Source: an optimization exercise on an open RTL-to-GDS flow (aim: small area, a short achievable clock period and few clock cycles). Production flows keep margins and buffers that such runs may drop.
RTL that was checked went through simulation tests only; none was proved equivalent to the original.

==> run R <==
Design gcn_top, start of the top module:
module gcn_top (
    input  logic                                      clk,
    input  logic                                      rst_n,
    input  logic                                      start,
    input  logic [6-1:0][3-1:0]    edge_src,
    input  logic [6-1:0][3-1:0]    edge_dst,
    input  logic [6-1:0][5-1:0]    feat_col,
    input  logic [3-1:0][5-1:0]  weight_row,
    output logic                                      feat_re,
    output logic [4-1:0]                    feat_addr,
    output logic [6-1:0][2-1:0]   y,
    output logic                                      done
);
Settings: LEC_CHECK=0, ABC_CLOCK_PERIOD_IN_PS=3000, CAP_MARGIN=20, CORE_MARGIN=2, CORE_UTILIZATION=40, CTS_BUF_LIST=sky130_fd_sc_hd__clkbuf_8, CTS_CLUSTER_DIAMETER=60, CTS_CLUSTER_SIZE=16, PLACE_DENSITY=0.75, SETUP_SLACK_MARGIN=4.2, SLEW_MARGIN=20, SYNTH_HIERARCHICAL=1; clock period 7.5 ns.
run.sh (not shown) runs the stock make flow with config.mk's settings and CLKGATE_MAP_FILE= SYNTH_SCRIPT=/design/flow/synth_recipe.tcl, a recipe that flattens the netlist after the stock synthesis.
==> run Y: changes against run R <==
Settings changed: SETUP_SLACK_MARGIN 4.2 to 4.4.
==> summary.txt <==
item                                                                          run R                                   run Y
Layout overhead on the synthesized area                                       9.18%                                   16.1%
Status                                                               finished clean                          finished clean
Largest stage delay on the critical path                                    0.56 ns                                 0.39 ns
Worst slack after detailed placement                                        3.88 ns                                 3.89 ns
Number of antenna cells inserted                                                  4                                       9
Reg-to-reg setup timing slack                                               4.33 ns                                 4.34 ns
Clock network area share                                                      2.55%                                   2.39%
WP depth                                                                          1                                      15
Critical register-to-register path endpoint  i_xfm.g_node[2].g_cls[1].u_mac.acc[10]  i_xfm.g_node[2].g_cls[2].u_mac.acc[10]
Fin cells                                                                      6417                                    6669
Final worst-path cycle share                                                  43.0%                                   42.1%
Fraction of area in multi-input gates                                         68.2%                                   66.0%
Reg2reg start                                  i_xfm.g_node[2].g_cls[1].u_mac.first            i_xfm.g_wreg[1].u_wreg.q[16]
Required time of the critical path                                          6.00 ns                                 8.12 ns
GRT met1 Usage                                                                23.5%                                   23.9%
Register fraction of the total cell area                                      20.1%                                   18.9%
Final wirelength                                                             113 mm                                  125 mm
No run of this note included a check of the RTL's function; only the layout flow was run.

* * *

==> exp/garnet: inputs <==
gcn_top, a different RTL version from the one above (not shown whole).
clock: 7.5 ns
lec_check: 0
abc_clock_period_in_ps: 3000
cap_margin: 20
core_margin: 2
core_utilization: 40
cts_buf_list: sky130_fd_sc_hd__clkbuf_8
cts_cluster_diameter: 60
cts_cluster_size: 16
setup_slack_margin: 4.0
slew_margin: 20
synth_hierarchical: 1
==> exp/cedar (differences from exp/garnet) <==
--- a/flow/design.v
+++ b/flow/design.v
@@ -382,37 +382,53 @@
     assign ag_284 = ag_276 | (ag_277 & ag_272);
     assign ag_285 = ag_277 & ag_273;
     assign ag_286 = 1'b0 & ag_284;
     assign ag_287 = 1'b0 & ag_285;
     assign sum_nxt[5] = {(1'b0 ^ ag_284), (ag_251 ^ ag_282), (ag_262 ^ ag_280), (ag_260 ^ ag_278), (ag_258 ^ ag_272), (ag_256 ^ ag_270), (ag_254 ^ ag_253), ag_252};
-    always_ff @(posedge clk) begin
+    always_ff @(posedge clk)
         agg_sum <= sum_nxt;
-        wdiff   <= wd_nxt;
-    end
+    assign wdiff = wd_nxt;    
 endmodule
 `timescale 1ns/1ps
 module gcn_transform (
     input  logic                                                      clk,
     input  logic                                                      pre_first,
     input  logic [6-1:0][8-1:0]                     agg_sum,
     input  logic [3-1:1][9-1:0]                    wdiff,
     output logic [6-1:0][3-1:1][18-1:0]   acc,
     output logic [6-1:0][3-1:1][3-1:0]  pend
 );
+    localparam int WGRP = 2;
+    logic [6/WGRP-1:0][3-1:1][9-1:0] wd_q;
+    for (genvar g = 0; g < 6 / WGRP; g++) begin : g_wreg
+        gcn_wreg u_wreg (
+            .clk (clk),
+            .d   (wdiff),
+            .q   (wd_q[g])
+        );
+    end
     for (genvar n = 0; n < 6; n++) begin : g_node
         for (genvar c = 1; c < 3; c++) begin : g_cls
             gcn_mac u_mac (
                 .clk       (clk),
                 .pre_first (pre_first),
                 .agg       (agg_sum[n]),
-                .wd        (wdiff[c]),
+                .wd        (wd_q[n / WGRP][c]),
                 .acc       (acc[n][c]),
                 .pend      (pend[n][c])
             );
         end
     end
 endmodule
+module gcn_wreg (
+    input  logic                                      clk,
+    input  logic [3-1:1][9-1:0]    d,
+    output logic [3-1:1][9-1:0]    q
+);
+    always_ff @(posedge clk)
+        q <= d;
+endmodule
 module gcn_mac (
     input  logic                      clk,
     input  logic                      pre_first,
     input  logic [8-1:0]     agg,
     input  logic [9-1:0]      wd,
--- a/flow/config.mk
+++ b/flow/config.mk
@@ -10,8 +10,9 @@
 export CORE_MARGIN = 2
 export CORE_UTILIZATION = 40
 export CTS_BUF_LIST = sky130_fd_sc_hd__clkbuf_8
 export CTS_CLUSTER_DIAMETER = 60
 export CTS_CLUSTER_SIZE = 16
-export SETUP_SLACK_MARGIN = 4.0
+export PLACE_DENSITY = 0.75
+export SETUP_SLACK_MARGIN = 4.2
 export SLEW_MARGIN = 20
 export SYNTH_HIERARCHICAL = 1
==> exp/ember (differences from exp/garnet) <==
--- a/flow/design.v
+++ b/flow/design.v
@@ -382,37 +382,53 @@
     assign ag_284 = ag_276 | (ag_277 & ag_272);
     assign ag_285 = ag_277 & ag_273;
     assign ag_286 = 1'b0 & ag_284;
     assign ag_287 = 1'b0 & ag_285;
     assign sum_nxt[5] = {(1'b0 ^ ag_284), (ag_251 ^ ag_282), (ag_262 ^ ag_280), (ag_260 ^ ag_278), (ag_258 ^ ag_272), (ag_256 ^ ag_270), (ag_254 ^ ag_253), ag_252};
-    always_ff @(posedge clk) begin
+    always_ff @(posedge clk)
         agg_sum <= sum_nxt;
-        wdiff   <= wd_nxt;
-    end
+    assign wdiff = wd_nxt;    
 endmodule
 `timescale 1ns/1ps
 module gcn_transform (
     input  logic                                                      clk,
     input  logic                                                      pre_first,
     input  logic [6-1:0][8-1:0]                     agg_sum,
     input  logic [3-1:1][9-1:0]                    wdiff,
     output logic [6-1:0][3-1:1][18-1:0]   acc,
     output logic [6-1:0][3-1:1][3-1:0]  pend
 );
+    localparam int WGRP = 2;
+    logic [6/WGRP-1:0][3-1:1][9-1:0] wd_q;
+    for (genvar g = 0; g < 6 / WGRP; g++) begin : g_wreg
+        gcn_wreg u_wreg (
+            .clk (clk),
+            .d   (wdiff),
+            .q   (wd_q[g])
+        );
+    end
     for (genvar n = 0; n < 6; n++) begin : g_node
         for (genvar c = 1; c < 3; c++) begin : g_cls
             gcn_mac u_mac (
                 .clk       (clk),
                 .pre_first (pre_first),
                 .agg       (agg_sum[n]),
-                .wd        (wdiff[c]),
+                .wd        (wd_q[n / WGRP][c]),
                 .acc       (acc[n][c]),
                 .pend      (pend[n][c])
             );
         end
     end
 endmodule
+module gcn_wreg (
+    input  logic                                      clk,
+    input  logic [3-1:1][9-1:0]    d,
+    output logic [3-1:1][9-1:0]    q
+);
+    always_ff @(posedge clk)
+        q <= d;
+endmodule
 module gcn_mac (
     input  logic                      clk,
     input  logic                      pre_first,
     input  logic [8-1:0]     agg,
     input  logic [9-1:0]      wd,
--- a/flow/config.mk
+++ b/flow/config.mk
@@ -10,8 +10,8 @@
 export CORE_MARGIN = 2
 export CORE_UTILIZATION = 40
 export CTS_BUF_LIST = sky130_fd_sc_hd__clkbuf_8
 export CTS_CLUSTER_DIAMETER = 60
 export CTS_CLUSTER_SIZE = 16
-export SETUP_SLACK_MARGIN = 4.0
+export SETUP_SLACK_MARGIN = 4.2
 export SLEW_MARGIN = 20
 export SYNTH_HIERARCHICAL = 1
==> comparison <==
Global-route usage: exp/garnet > exp/cedar > exp/ember.
Fmax, lowest first: exp/garnet, exp/cedar, exp/ember.
Register-to-register slack is about the same in exp/ember and exp/cedar.
Synthesized cell count is the same in exp/ember and exp/cedar.
Testbench counts of exp/garnet, summed over its fixed seeds: cycles 8,064.
Testbench counts of exp/cedar, summed over its fixed seeds: cycles 8,064.
Testbench counts of exp/ember, summed over its fixed seeds: cycles 8,064.

* * *

==> 05-25 <==
gcn_top, a different RTL version from the one above (not shown whole).
Settings: LEC_CHECK=0, ABC_CLOCK_PERIOD_IN_PS=3000, CAP_MARGIN=20, CORE_MARGIN=2, CORE_UTILIZATION=40, CTS_BUF_LIST=sky130_fd_sc_hd__clkbuf_8, CTS_CLUSTER_DIAMETER=60, CTS_CLUSTER_SIZE=16, PLACE_DENSITY=0.75, SETUP_SLACK_MARGIN=4.4, SLEW_MARGIN=20, SYNTH_HIERARCHICAL=1; clock period 7.5 ns.
==> 01-24: changes against 05-25 <==
--- a/flow/design.v
+++ b/flow/design.v
@@ -98,49 +98,49 @@
                 wd_nxt[c][3 * i + 1] = (d[2 * i + 2] & ~d[2 * i + 1] & ~d[2 * i]) |
                                        (~d[2 * i + 2] & d[2 * i + 1] & d[2 * i]);
                 wd_nxt[c][3 * i + 2] = d[2 * i + 2] & ~(d[2 * i + 1] & d[2 * i]);
             end
         end
     end
     logic [2:0] sel_0_0;
-    gcn_sel u_sel_0_0 (.a(adj[0][0]), .b(adj[0][1]), .sel(sel_0_0));
+    assign sel_0_0 = {adj[0][0] & adj[0][1], adj[0][0] & ~adj[0][1], ~adj[0][0] & adj[0][1]};
     logic [2:0] sel_0_1;
-    gcn_sel u_sel_0_1 (.a(adj[0][2]), .b(adj[0][3]), .sel(sel_0_1));
+    assign sel_0_1 = {adj[0][2] & adj[0][3], adj[0][2] & ~adj[0][3], ~adj[0][2] & adj[0][3]};
     logic [2:0] sel_0_2;
-    gcn_sel u_sel_0_2 (.a(adj[0][4]), .b(adj[0][5]), .sel(sel_0_2));
+    assign sel_0_2 = {adj[0][4] & adj[0][5], adj[0][4] & ~adj[0][5], ~adj[0][4] & adj[0][5]};
     logic [2:0] sel_1_0;
-    gcn_sel u_sel_1_0 (.a(adj[1][0]), .b(adj[1][1]), .sel(sel_1_0));
+    assign sel_1_0 = {adj[1][0] & adj[1][1], adj[1][0] & ~adj[1][1], ~adj[1][0] & adj[1][1]};
     logic [2:0] sel_1_1;
-    gcn_sel u_sel_1_1 (.a(adj[1][2]), .b(adj[1][3]), .sel(sel_1_1));
+    assign sel_1_1 = {adj[1][2] & adj[1][3], adj[1][2] & ~adj[1][3], ~adj[1][2] & adj[1][3]};
     logic [2:0] sel_1_2;
-    gcn_sel u_sel_1_2 (.a(adj[1][4]), .b(adj[1][5]), .sel(sel_1_2));
+    assign sel_1_2 = {adj[1][4] & adj[1][5], adj[1][4] & ~adj[1][5], ~adj[1][4] & adj[1][5]};
     logic [2:0] sel_2_0;
-    gcn_sel u_sel_2_0 (.a(adj[2][0]), .b(adj[2][1]), .sel(sel_2_0));
+    assign sel_2_0 = {adj[2][0] & adj[2][1], adj[2][0] & ~adj[2][1], ~adj[2][0] & adj[2][1]};
     logic [2:0] sel_2_1;
-    gcn_sel u_sel_2_1 (.a(adj[2][2]), .b(adj[2][3]), .sel(sel_2_1));
+    assign sel_2_1 = {adj[2][2] & adj[2][3], adj[2][2] & ~adj[2][3], ~adj[2][2] & adj[2][3]};
     logic [2:0] sel_2_2;
-    gcn_sel u_sel_2_2 (.a(adj[2][4]), .b(adj[2][5]), .sel(sel_2_2));
+    assign sel_2_2 = {adj[2][4] & adj[2][5], adj[2][4] & ~adj[2][5], ~adj[2][4] & adj[2][5]};
     logic [2:0] sel_3_0;
-    gcn_sel u_sel_3_0 (.a(adj[3][0]), .b(adj[3][1]), .sel(sel_3_0));
+    assign sel_3_0 = {adj[3][0] & adj[3][1], adj[3][0] & ~adj[3][1], ~adj[3][0] & adj[3][1]};
     logic [2:0] sel_3_1;
-    gcn_sel u_sel_3_1 (.a(adj[3][2]), .b(adj[3][3]), .sel(sel_3_1));
+    assign sel_3_1 = {adj[3][2] & adj[3][3], adj[3][2] & ~adj[3][3], ~adj[3][2] & adj[3][3]};
     logic [2:0] sel_3_2;
-    gcn_sel u_sel_3_2 (.a(adj[3][4]), .b(adj[3][5]), .sel(sel_3_2));
+    assign sel_3_2 = {adj[3][4] & adj[3][5], adj[3][4] & ~adj[3][5], ~adj[3][4] & adj[3][5]};
     logic [2:0] sel_4_0;
-    gcn_sel u_sel_4_0 (.a(adj[4][0]), .b(adj[4][1]), .sel(sel_4_0));
+    assign sel_4_0 = {adj[4][0] & adj[4][1], adj[4][0] & ~adj[4][1], ~adj[4][0] & adj[4][1]};
     logic [2:0] sel_4_1;
-    gcn_sel u_sel_4_1 (.a(adj[4][2]), .b(adj[4][3]), .sel(sel_4_1));
+    assign sel_4_1 = {adj[4][2] & adj[4][3], adj[4][2] & ~adj[4][3], ~adj[4][2] & adj[4][3]};
     logic [2:0] sel_4_2;
-    gcn_sel u_sel_4_2 (.a(adj[4][4]), .b(adj[4][5]), .sel(sel_4_2));
+    assign sel_4_2 = {adj[4][4] & adj[4][5], adj[4][4] & ~adj[4][5], ~adj[4][4] & adj[4][5]};
     logic [2:0] sel_5_0;
-    gcn_sel u_sel_5_0 (.a(adj[5][0]), .b(adj[5][1]), .sel(sel_5_0));
+    assign sel_5_0 = {adj[5][0] & adj[5][1], adj[5][0] & ~adj[5][1], ~adj[5][0] & adj[5][1]};
     logic [2:0] sel_5_1;
-    gcn_sel u_sel_5_1 (.a(adj[5][2]), .b(adj[5][3]), .sel(sel_5_1));
+    assign sel_5_1 = {adj[5][2] & adj[5][3], adj[5][2] & ~adj[5][3], ~adj[5][2] & adj[5][3]};
     logic [2:0] sel_5_2;
-    gcn_sel u_sel_5_2 (.a(adj[5][4]), .b(adj[5][5]), .sel(sel_5_2));
+    assign sel_5_2 = {adj[5][4] & adj[5][5], adj[5][4] & ~adj[5][5], ~adj[5][4] & adj[5][5]};
     logic ag_0, ag_1, ag_2, ag_3, ag_4, ag_5, ag_6, ag_7;
     logic ag_8, ag_9, ag_10, ag_11, ag_12, ag_13, ag_14, ag_15;
     logic ag_16, ag_17, ag_18, ag_19, ag_20, ag_21, ag_22, ag_23;
     logic ag_24, ag_25, ag_26, ag_27, ag_28, ag_29, ag_30, ag_31;
     logic ag_32, ag_33, ag_34, ag_35, ag_36, ag_37, ag_38, ag_39;
     logic ag_40, ag_41, ag_42, ag_43, ag_44, ag_45, ag_46, ag_47;
     logic ag_48, ag_49, ag_50, ag_51, ag_52, ag_53, ag_54, ag_55;
@@ -395,21 +395,14 @@
     assign ag_286 = 1'b0 & ag_284;
     assign ag_287 = 1'b0 & ag_285;
     assign sum_nxt[5] = {(1'b0 ^ ag_284), (ag_251 ^ ag_282), (ag_262 ^ ag_280), (ag_260 ^ ag_278), (ag_258 ^ ag_272), (ag_256 ^ ag_270), (ag_254 ^ ag_253), ag_252};
     always_ff @(posedge clk)
         agg_sum <= sum_nxt;
     assign wdiff = wd_nxt;    
 endmodule
-module gcn_sel (
-    input  logic       a,
-    input  logic       b,
-    output logic [2:0] sel
-);
-    assign sel = {a & b, a & ~b, ~a & b};
-endmodule
 `timescale 1ns/1ps
 module gcn_transform (
     input  logic                                                      clk,
     input  logic                                                      pre_first,
     input  logic [6-1:0][8-1:0]                     agg_sum,
     input  logic [3-1:1][9-1:0]                    wdiff,
     output logic [6-1:0][3-1:1][18-1:0]   acc,
CORE_UTILIZATION = 55   (was 40)
SETUP_SLACK_MARGIN = 4.3   (was 4.4)
==> 05-17: changes against 05-25 <==
--- a/flow/design.v
+++ b/flow/design.v
@@ -98,49 +98,49 @@
                 wd_nxt[c][3 * i + 1] = (d[2 * i + 2] & ~d[2 * i + 1] & ~d[2 * i]) |
                                        (~d[2 * i + 2] & d[2 * i + 1] & d[2 * i]);
                 wd_nxt[c][3 * i + 2] = d[2 * i + 2] & ~(d[2 * i + 1] & d[2 * i]);
             end
         end
     end
     logic [2:0] sel_0_0;
-    gcn_sel u_sel_0_0 (.a(adj[0][0]), .b(adj[0][1]), .sel(sel_0_0));
+    assign sel_0_0 = {adj[0][0] & adj[0][1], adj[0][0] & ~adj[0][1], ~adj[0][0] & adj[0][1]};
     logic [2:0] sel_0_1;
-    gcn_sel u_sel_0_1 (.a(adj[0][2]), .b(adj[0][3]), .sel(sel_0_1));
+    assign sel_0_1 = {adj[0][2] & adj[0][3], adj[0][2] & ~adj[0][3], ~adj[0][2] & adj[0][3]};
     logic [2:0] sel_0_2;
-    gcn_sel u_sel_0_2 (.a(adj[0][4]), .b(adj[0][5]), .sel(sel_0_2));
+    assign sel_0_2 = {adj[0][4] & adj[0][5], adj[0][4] & ~adj[0][5], ~adj[0][4] & adj[0][5]};
     logic [2:0] sel_1_0;
-    gcn_sel u_sel_1_0 (.a(adj[1][0]), .b(adj[1][1]), .sel(sel_1_0));
+    assign sel_1_0 = {adj[1][0] & adj[1][1], adj[1][0] & ~adj[1][1], ~adj[1][0] & adj[1][1]};
     logic [2:0] sel_1_1;
-    gcn_sel u_sel_1_1 (.a(adj[1][2]), .b(adj[1][3]), .sel(sel_1_1));
+    assign sel_1_1 = {adj[1][2] & adj[1][3], adj[1][2] & ~adj[1][3], ~adj[1][2] & adj[1][3]};
     logic [2:0] sel_1_2;
-    gcn_sel u_sel_1_2 (.a(adj[1][4]), .b(adj[1][5]), .sel(sel_1_2));
+    assign sel_1_2 = {adj[1][4] & adj[1][5], adj[1][4] & ~adj[1][5], ~adj[1][4] & adj[1][5]};
     logic [2:0] sel_2_0;
-    gcn_sel u_sel_2_0 (.a(adj[2][0]), .b(adj[2][1]), .sel(sel_2_0));
+    assign sel_2_0 = {adj[2][0] & adj[2][1], adj[2][0] & ~adj[2][1], ~adj[2][0] & adj[2][1]};
     logic [2:0] sel_2_1;
-    gcn_sel u_sel_2_1 (.a(adj[2][2]), .b(adj[2][3]), .sel(sel_2_1));
+    assign sel_2_1 = {adj[2][2] & adj[2][3], adj[2][2] & ~adj[2][3], ~adj[2][2] & adj[2][3]};
     logic [2:0] sel_2_2;
-    gcn_sel u_sel_2_2 (.a(adj[2][4]), .b(adj[2][5]), .sel(sel_2_2));
+    assign sel_2_2 = {adj[2][4] & adj[2][5], adj[2][4] & ~adj[2][5], ~adj[2][4] & adj[2][5]};
     logic [2:0] sel_3_0;
-    gcn_sel u_sel_3_0 (.a(adj[3][0]), .b(adj[3][1]), .sel(sel_3_0));
+    assign sel_3_0 = {adj[3][0] & adj[3][1], adj[3][0] & ~adj[3][1], ~adj[3][0] & adj[3][1]};
     logic [2:0] sel_3_1;
-    gcn_sel u_sel_3_1 (.a(adj[3][2]), .b(adj[3][3]), .sel(sel_3_1));
+    assign sel_3_1 = {adj[3][2] & adj[3][3], adj[3][2] & ~adj[3][3], ~adj[3][2] & adj[3][3]};
     logic [2:0] sel_3_2;
-    gcn_sel u_sel_3_2 (.a(adj[3][4]), .b(adj[3][5]), .sel(sel_3_2));
+    assign sel_3_2 = {adj[3][4] & adj[3][5], adj[3][4] & ~adj[3][5], ~adj[3][4] & adj[3][5]};
     logic [2:0] sel_4_0;
-    gcn_sel u_sel_4_0 (.a(adj[4][0]), .b(adj[4][1]), .sel(sel_4_0));
+    assign sel_4_0 = {adj[4][0] & adj[4][1], adj[4][0] & ~adj[4][1], ~adj[4][0] & adj[4][1]};
     logic [2:0] sel_4_1;
-    gcn_sel u_sel_4_1 (.a(adj[4][2]), .b(adj[4][3]), .sel(sel_4_1));
+    assign sel_4_1 = {adj[4][2] & adj[4][3], adj[4][2] & ~adj[4][3], ~adj[4][2] & adj[4][3]};
     logic [2:0] sel_4_2;
-    gcn_sel u_sel_4_2 (.a(adj[4][4]), .b(adj[4][5]), .sel(sel_4_2));
+    assign sel_4_2 = {adj[4][4] & adj[4][5], adj[4][4] & ~adj[4][5], ~adj[4][4] & adj[4][5]};
     logic [2:0] sel_5_0;
-    gcn_sel u_sel_5_0 (.a(adj[5][0]), .b(adj[5][1]), .sel(sel_5_0));
+    assign sel_5_0 = {adj[5][0] & adj[5][1], adj[5][0] & ~adj[5][1], ~adj[5][0] & adj[5][1]};
     logic [2:0] sel_5_1;
-    gcn_sel u_sel_5_1 (.a(adj[5][2]), .b(adj[5][3]), .sel(sel_5_1));
+    assign sel_5_1 = {adj[5][2] & adj[5][3], adj[5][2] & ~adj[5][3], ~adj[5][2] & adj[5][3]};
     logic [2:0] sel_5_2;
-    gcn_sel u_sel_5_2 (.a(adj[5][4]), .b(adj[5][5]), .sel(sel_5_2));
+    assign sel_5_2 = {adj[5][4] & adj[5][5], adj[5][4] & ~adj[5][5], ~adj[5][4] & adj[5][5]};
     logic ag_0, ag_1, ag_2, ag_3, ag_4, ag_5, ag_6, ag_7;
     logic ag_8, ag_9, ag_10, ag_11, ag_12, ag_13, ag_14, ag_15;
     logic ag_16, ag_17, ag_18, ag_19, ag_20, ag_21, ag_22, ag_23;
     logic ag_24, ag_25, ag_26, ag_27, ag_28, ag_29, ag_30, ag_31;
     logic ag_32, ag_33, ag_34, ag_35, ag_36, ag_37, ag_38, ag_39;
     logic ag_40, ag_41, ag_42, ag_43, ag_44, ag_45, ag_46, ag_47;
     logic ag_48, ag_49, ag_50, ag_51, ag_52, ag_53, ag_54, ag_55;
@@ -395,21 +395,14 @@
     assign ag_286 = 1'b0 & ag_284;
     assign ag_287 = 1'b0 & ag_285;
     assign sum_nxt[5] = {(1'b0 ^ ag_284), (ag_251 ^ ag_282), (ag_262 ^ ag_280), (ag_260 ^ ag_278), (ag_258 ^ ag_272), (ag_256 ^ ag_270), (ag_254 ^ ag_253), ag_252};
     always_ff @(posedge clk)
         agg_sum <= sum_nxt;
     assign wdiff = wd_nxt;    
 endmodule
-module gcn_sel (
-    input  logic       a,
-    input  logic       b,
-    output logic [2:0] sel
-);
-    assign sel = {a & b, a & ~b, ~a & b};
-endmodule
 `timescale 1ns/1ps
 module gcn_transform (
     input  logic                                                      clk,
     input  logic                                                      pre_first,
     input  logic [6-1:0][8-1:0]                     agg_sum,
     input  logic [3-1:1][9-1:0]                    wdiff,
     output logic [6-1:0][3-1:1][18-1:0]   acc,
SETUP_SLACK_MARGIN = 4.5   (was 4.4)
==> 08-04: changes against 05-25 <==
PLACE_DENSITY = not set   (was 0.75)
SETUP_SLACK_MARGIN = 4.3   (was 4.4)
==> comparison table <==
item                                                                              08-04                      05-25                      01-24                    05-17
Status                                                          complete, no violations    complete, no violations    complete, no violations  complete, no violations
Vertical extent of the die                                                       332 um                     332 um                     285 um                   334 um
Post-Syn Area                                                               0.0430 mm^2                0.0430 mm^2                0.0435 mm^2              0.0435 mm^2
Amount of wire on met3 after detailed routing                                   5.78 mm                    7.21 mm                    6.49 mm                  8.15 mm
Non-clock inverter count in the final layout                                        222                        222                        132                      132
Routed wl met2                                                                  50.3 mm                    51.5 mm                    49.2 mm                  54.9 mm
Post-route cell area                                                        0.0469 mm^2                0.0479 mm^2                0.0467 mm^2              0.0494 mm^2
Hold path startpoint                                              i_agg.wd_r[1]$_DFF_P_  i_argmax.done$_DFFE_PN0P_  i_argmax.done$_DFFE_PN0P_    i_agg.wd_r[6]$_DFF_P_
Pre-antenna DRT Iters                                                                12                         13                          6                        6
Number of cells on the worst reg-to-reg path                                         10                         10                          9                       11
Per-cell routed wire length                                                     17.9 um                    17.5 um                    18.5 um                  18.5 um
Critical Path Slowest Stage Cell                                               edfxtp_1                       fa_1                    dfrtp_1                  dfxtp_4
Pre-CTS setup slack                                                             3950 ps                    3910 ps                    3920 ps                  3870 ps
Area of the multi-input gates                                               0.0318 mm^2                0.0322 mm^2                0.0326 mm^2              0.0332 mm^2
Instance area at placement                                                  0.0450 mm^2                0.0450 mm^2                0.0449 mm^2              0.0453 mm^2
Clock buffer cells                                                                   62                         64                         61                       60
Die outline width                                                                332 um                     332 um                     285 um                   334 um
Wire length of the first global-routing pass                                     177 mm                     175 mm                     173 mm                   178 mm
Instance count after placement with tap cells included                             6094                       6090                       5702                     6059
Routability congestion estimate                                                   0.950                      0.950                      0.985                    0.953
Post-synthesis net count                                                           5011                       5011                       4993                     4993
Number of standard cells in the final layout excluding fillers                     6220                       6288                       5819                     6342
Unrepaired setup endpoints after global routing                                    true                       true                      false                     true
Testbench counts of 01-24, summed over its fixed seeds: cycles 8,064.
Testbench counts of 05-17, summed over its fixed seeds: cycles 8,064.
Function not checked in 05-25 and 08-04: the RTL went through the layout flow alone.

[separate check: timing with driven ports]
The results above use ideal ports. As a check the final layouts listed here were re-extracted and re-timed, cells and wires unchanged. Step 1, drivers: a clkbuf_16 drives clk and a buf_2 each remaining input, both assumed. Step 2 adds t to the input delays and takes it off the output delays; t is the mean of the earliest and latest rising clock arrival at the registers after step 1. Input paths then give back, and output paths get back, about the clock's delay inside the block. Three values: ideal ports, drivers, drivers and shift; two values: the first two.
run | t (ns) | setup WS [ns] | cell pins on the clock port's net
run R | 0.774 | 4.278 / 4.206 / 3.744 | 1
run Y | 0.778 | 4.342 / 4.342 / 3.835 | 1
exp/garnet | 0.754 | 4.098 / 4.032 / 3.607 | 1
exp/cedar | 0.791 | 4.240 / 4.240 / 3.685 | 1
exp/ember | 0.826 | 4.245 / 4.243 / 3.833 | 1
05-25 | 0.801 | 4.433 / 4.431 / 3.900 | 1
01-24 | 0.755 | 4.381 / 4.317 / 3.815 | 1
05-17 | 0.824 | 4.493 / 4.493 / 3.788 | 1
08-04 | 0.798 | 4.376 / 4.317 / 3.818 | 1
After both steps setup and hold are still met in every run listed. For 05-17, which loses most, drivers alone change the setup slack by 0.000 ns; drivers and shift together by -0.705 ns.
